This design comes from an exercise in tuning for small area on the open sky130 flow, not from production work.
RTL that was checked went through simulation tests only; none was proved equivalent to the original.

## fft_dit_top
module fft_dit_top (
   input  wire        clk,
   input  wire        rst_n,
   input  wire [23:0] in_x,
   input  wire        in_nd,
   output wire [23:0] out_x,
   output wire        out_nd,
   output reg         overflow
);
Size: about 3400 cells after synthesis, ~53 I/O pins, roughly 43000 sq um of cells after synthesis.
make LEC_CHECK=0 CAP_MARGIN=20 CORE_MARGIN=2 CORE_UTILIZATION=60 CTS_CLUSTER_DIAMETER=100 CTS_CLUSTER_SIZE=24 SLEW_MARGIN=20 finish   # period 10.0 ns
run.sh (not shown) runs the stock make flow with config.mk's settings and CLKGATE_MAP_FILE= SYNTH_SCRIPT=/design/flow/synth_recipe.tcl, a recipe that flattens the netlist after the stock synthesis.
The first run completed without violations.
Next try:
--- a/flow/config.mk
+++ b/flow/config.mk
@@ -10 +10 @@
-export CORE_UTILIZATION = 60
+export CORE_UTILIZATION = 55
- global-route usage fell by 1.4 points
- routed wire length rose by 4.9%
- utilization fell by 4.9 points
- via count is about the same
- setup slack gains 0.044 ns
- cell count rose by 2.2%
- die area rose by 9.0%
Next try:
--- a/flow/config.mk
+++ b/flow/config.mk
@@ -12 +12,2 @@
-export CTS_CLUSTER_SIZE = 24
+export CTS_CLUSTER_SIZE = 26
+export PLACE_DENSITY = 0.7
Register-to-register slack is better by 0.14 ns.
Die area does not change.
Clock skew hardly moves.
Via count goes up by 1.5%.

---

fft_dit_top, a different RTL version from the one above (not shown whole).
For scale: roughly 3500 cells after synthesis, roughly 53 I/O pins, about 0.044 mm^2 of cells after synthesis.
clock: 10.0 ns
lec_check: 0
cap_margin: 20
core_margin: 2
core_utilization: 65
cts_cluster_diameter: 120
cts_cluster_size: 24
slew_margin: 20
Edit:
- CORE_UTILIZATION: 65 -> 55
- CTS_CLUSTER_DIAMETER: 120 -> 50
- CTS_CLUSTER_SIZE: 24 -> 30
After rerunning:
- The new run completed without violations
- worst setup slack gains 0.16 ns
- maximum frequency goes up by 1.7%
- first-iteration DRC count falls by 28%
- wire length rises by 3.8%
- register-to-register slack gets better by 0.16 ns
Function was not checked in any run of this note: the RTL went through the layout flow alone.

---

fft_dit_top again, from the RTL that the note above started with.
==> flow/config.mk <==
export PLATFORM = sky130hd
export DESIGN_NAME = fft_dit_top
export DESIGN_NICKNAME = fft_dit_top
export VERILOG_FILES = /design/flow/design.v
export SDC_FILE = /design/flow/constraint.sdc
export NUM_CORES = 4
export LEC_CHECK = 0
export CAP_MARGIN = 20
export CORE_MARGIN = 2
export CORE_UTILIZATION = 55
export CTS_CLUSTER_DIAMETER = 100
export CTS_CLUSTER_SIZE = 28
export SLEW_MARGIN = 20
==> flow/constraint.sdc <==
create_clock -name core_clock -period 10.0 [get_ports {clk}]
set_input_delay 2.0000 -clock core_clock [delete_from_list [all_inputs] [get_ports {clk}]]
set_output_delay 2.0000 -clock core_clock [all_outputs]
set_load 0.01 [all_outputs]
The starting point finished clean.
==> next run, changes <==
- CTS_BUF_LIST: not set -> sky130_fd_sc_hd__clkbuf_8
- CTS_CLUSTER_DIAMETER: 100 -> not set
- CTS_CLUSTER_SIZE: 28 -> not set
Effect: The changed run passed the timing, DRC and antenna checks. Worst setup slack hardly moves. Global-route usage grows by 0.78 points. Via count grows by 3.1%.
No run of this note included a check of the RTL's function; only the layout flow was run.

---

fft_dit_top, a different RTL version from the one above (not shown whole).
For scale: roughly 3400 cells after synthesis, roughly 870 flip-flops, about 53 I/O pins.
==> flow/config.mk <==
export PLATFORM = sky130hd
export DESIGN_NAME = fft_dit_top
export DESIGN_NICKNAME = fft_dit_top
export VERILOG_FILES = /design/flow/design.v
export SDC_FILE = /design/flow/constraint.sdc
export NUM_CORES = 4
export LEC_CHECK = 0
export CAP_MARGIN = 0
export CORE_MARGIN = 2
export CORE_UTILIZATION = 55
export CTS_CLUSTER_DIAMETER = 100
export CTS_CLUSTER_SIZE = 24
export SLEW_MARGIN = 0
==> flow/constraint.sdc <==
create_clock -name core_clock -period 10.0 [get_ports {clk}]
set_input_delay 2.0000 -clock core_clock [delete_from_list [all_inputs] [get_ports {clk}]]
set_output_delay 2.0000 -clock core_clock [all_outputs]
set_load 0.01 [all_outputs]
The baseline completed without violations.
Then changed:
CAP_MARGIN = 20   (was 0)
SLEW_MARGIN = 20   (was 0)
Outcome:
- via count fell by 0.52%
- non-clock buffer count came out higher by 1
- worst hold slack is worse by 0.0090 ns
- cell area is about the same
Then changed:
CORE_UTILIZATION = 50   (was 55)
CTS_CLUSTER_DIAMETER = 110   (was 100)
CTS_CLUSTER_SIZE = 22   (was 24)
The new run passed the timing, DRC and antenna checks.
Die area increases by 9.9%.
Worst setup slack gets better by 0.14 ns.
Sequential share of layout area is lower by 0.22 points.
Critical path depth fell by 1.
Clock skew goes up by 0.0030 ns.

---

branch xenon:
fft_dit_top with an RTL version that a note above also has.
For scale: about 870 flip-flops, ~53 I/O pins, roughly 0.044 mm2 of cells after synthesis.
Settings: LEC_CHECK=0, CAP_MARGIN=20, CORE_MARGIN=2, CORE_UTILIZATION=40, SLEW_MARGIN=20; clock period 10.0 ns.
--- input diff branch xenon..branch umber ---
Settings: a change of CORE_UTILIZATION from 40 to 55; an added CTS_CLUSTER_SIZE of 24; an added CTS_CLUSTER_DIAMETER of 100.
### Flow results
Measured against each other, branch xenon and branch umber differ in minimum hold slack, the higher figure coming from branch umber.
branch umber vs. branch xenon: ratio of final minimum period to clock period has decreased, routed wire length lower, final critical delay including setup and external delays went down by 0.095 ns, global-route usage shows an increase of 8.5 points.
Looking at master of the slowest instance on the critical path, the sky130_fd_sc_hd__o21ai_0 result is from branch xenon; the sky130_fd_sc_hd__dfxtp_2 one comes from branch umber.
No functional check of the RTL was part of any run of this note.

afterwards: timing with drivers on the ports:
Ports are ideal in the flow. The routed layouts listed here were re-timed in OpenROAD.
Step 1 (the two cells are an assumption about what drives the block):
set clk [get_ports {clk}]
set_driving_cell -lib_cell sky130_fd_sc_hd__clkbuf_16 $clk
set_driving_cell -lib_cell sky130_fd_sc_hd__buf_2 [delete_from_list [all_inputs] $clk]
Step 2 moves the port delays by t, midway between the first and last clock arrival at a register: inputs arrive t later, outputs are due t later. That takes back most of the time a late clock gives input paths.
a / b / c = no drivers / after step 1 / after step 2; a / b = the first two.
run | t, ns | setup slack, ns | worst hold slack (ns) | latest minus earliest clock arrival (ns)
the first run of note 1 | 0.661 | 0.472 / 0.472 / 0.472 | 0.415 / 0.415 / 0.415 | 0.044 / 0.044
the second run of note 1 | 0.691 | 0.516 / 0.516 / 0.516 | 0.415 / 0.415 / 0.415 | 0.063 / 0.062
the third run of note 1 | 0.678 | 0.653 / 0.653 / 0.653 | 0.409 / 0.409 / 0.409 | 0.062 / 0.061
the first run of note 2 | 0.682 | 0.426 / 0.426 / 0.426 | 0.413 / 0.413 / 0.413 | 0.035 / 0.036
the second run of note 2 | 0.733 | 0.590 / 0.590 / 0.590 | 0.413 / 0.413 / 0.413 | 0.068 / 0.068
the first run of note 3 | 0.697 | 0.668 / 0.668 / 0.668 | 0.418 / 0.418 / 0.418 | 0.045 / 0.045
the second run of note 3 | 0.863 | 0.665 / 0.665 / 0.665 | 0.409 / 0.409 / 0.409 | 0.063 / 0.063
the first run of note 4 | 0.703 | 0.541 / 0.541 / 0.541 | 0.412 / 0.412 / 0.412 | 0.052 / 0.052
the second run of note 4 | 0.705 | 0.596 / 0.596 / 0.596 | 0.403 / 0.403 / 0.403 | 0.040 / 0.039
the third run of note 4 | 0.697 | 0.731 / 0.731 / 0.731 | 0.410 / 0.410 / 0.410 | 0.042 / 0.042
branch xenon | 0.740 | 0.553 / 0.553 / 0.553 | 0.398 / 0.398 / 0.398 | 0.036 / 0.037
branch umber | 0.697 | 0.649 / 0.649 / 0.649 | 0.406 / 0.406 / 0.406 | 0.039 / 0.039
After both steps setup and hold are still met in every run listed.
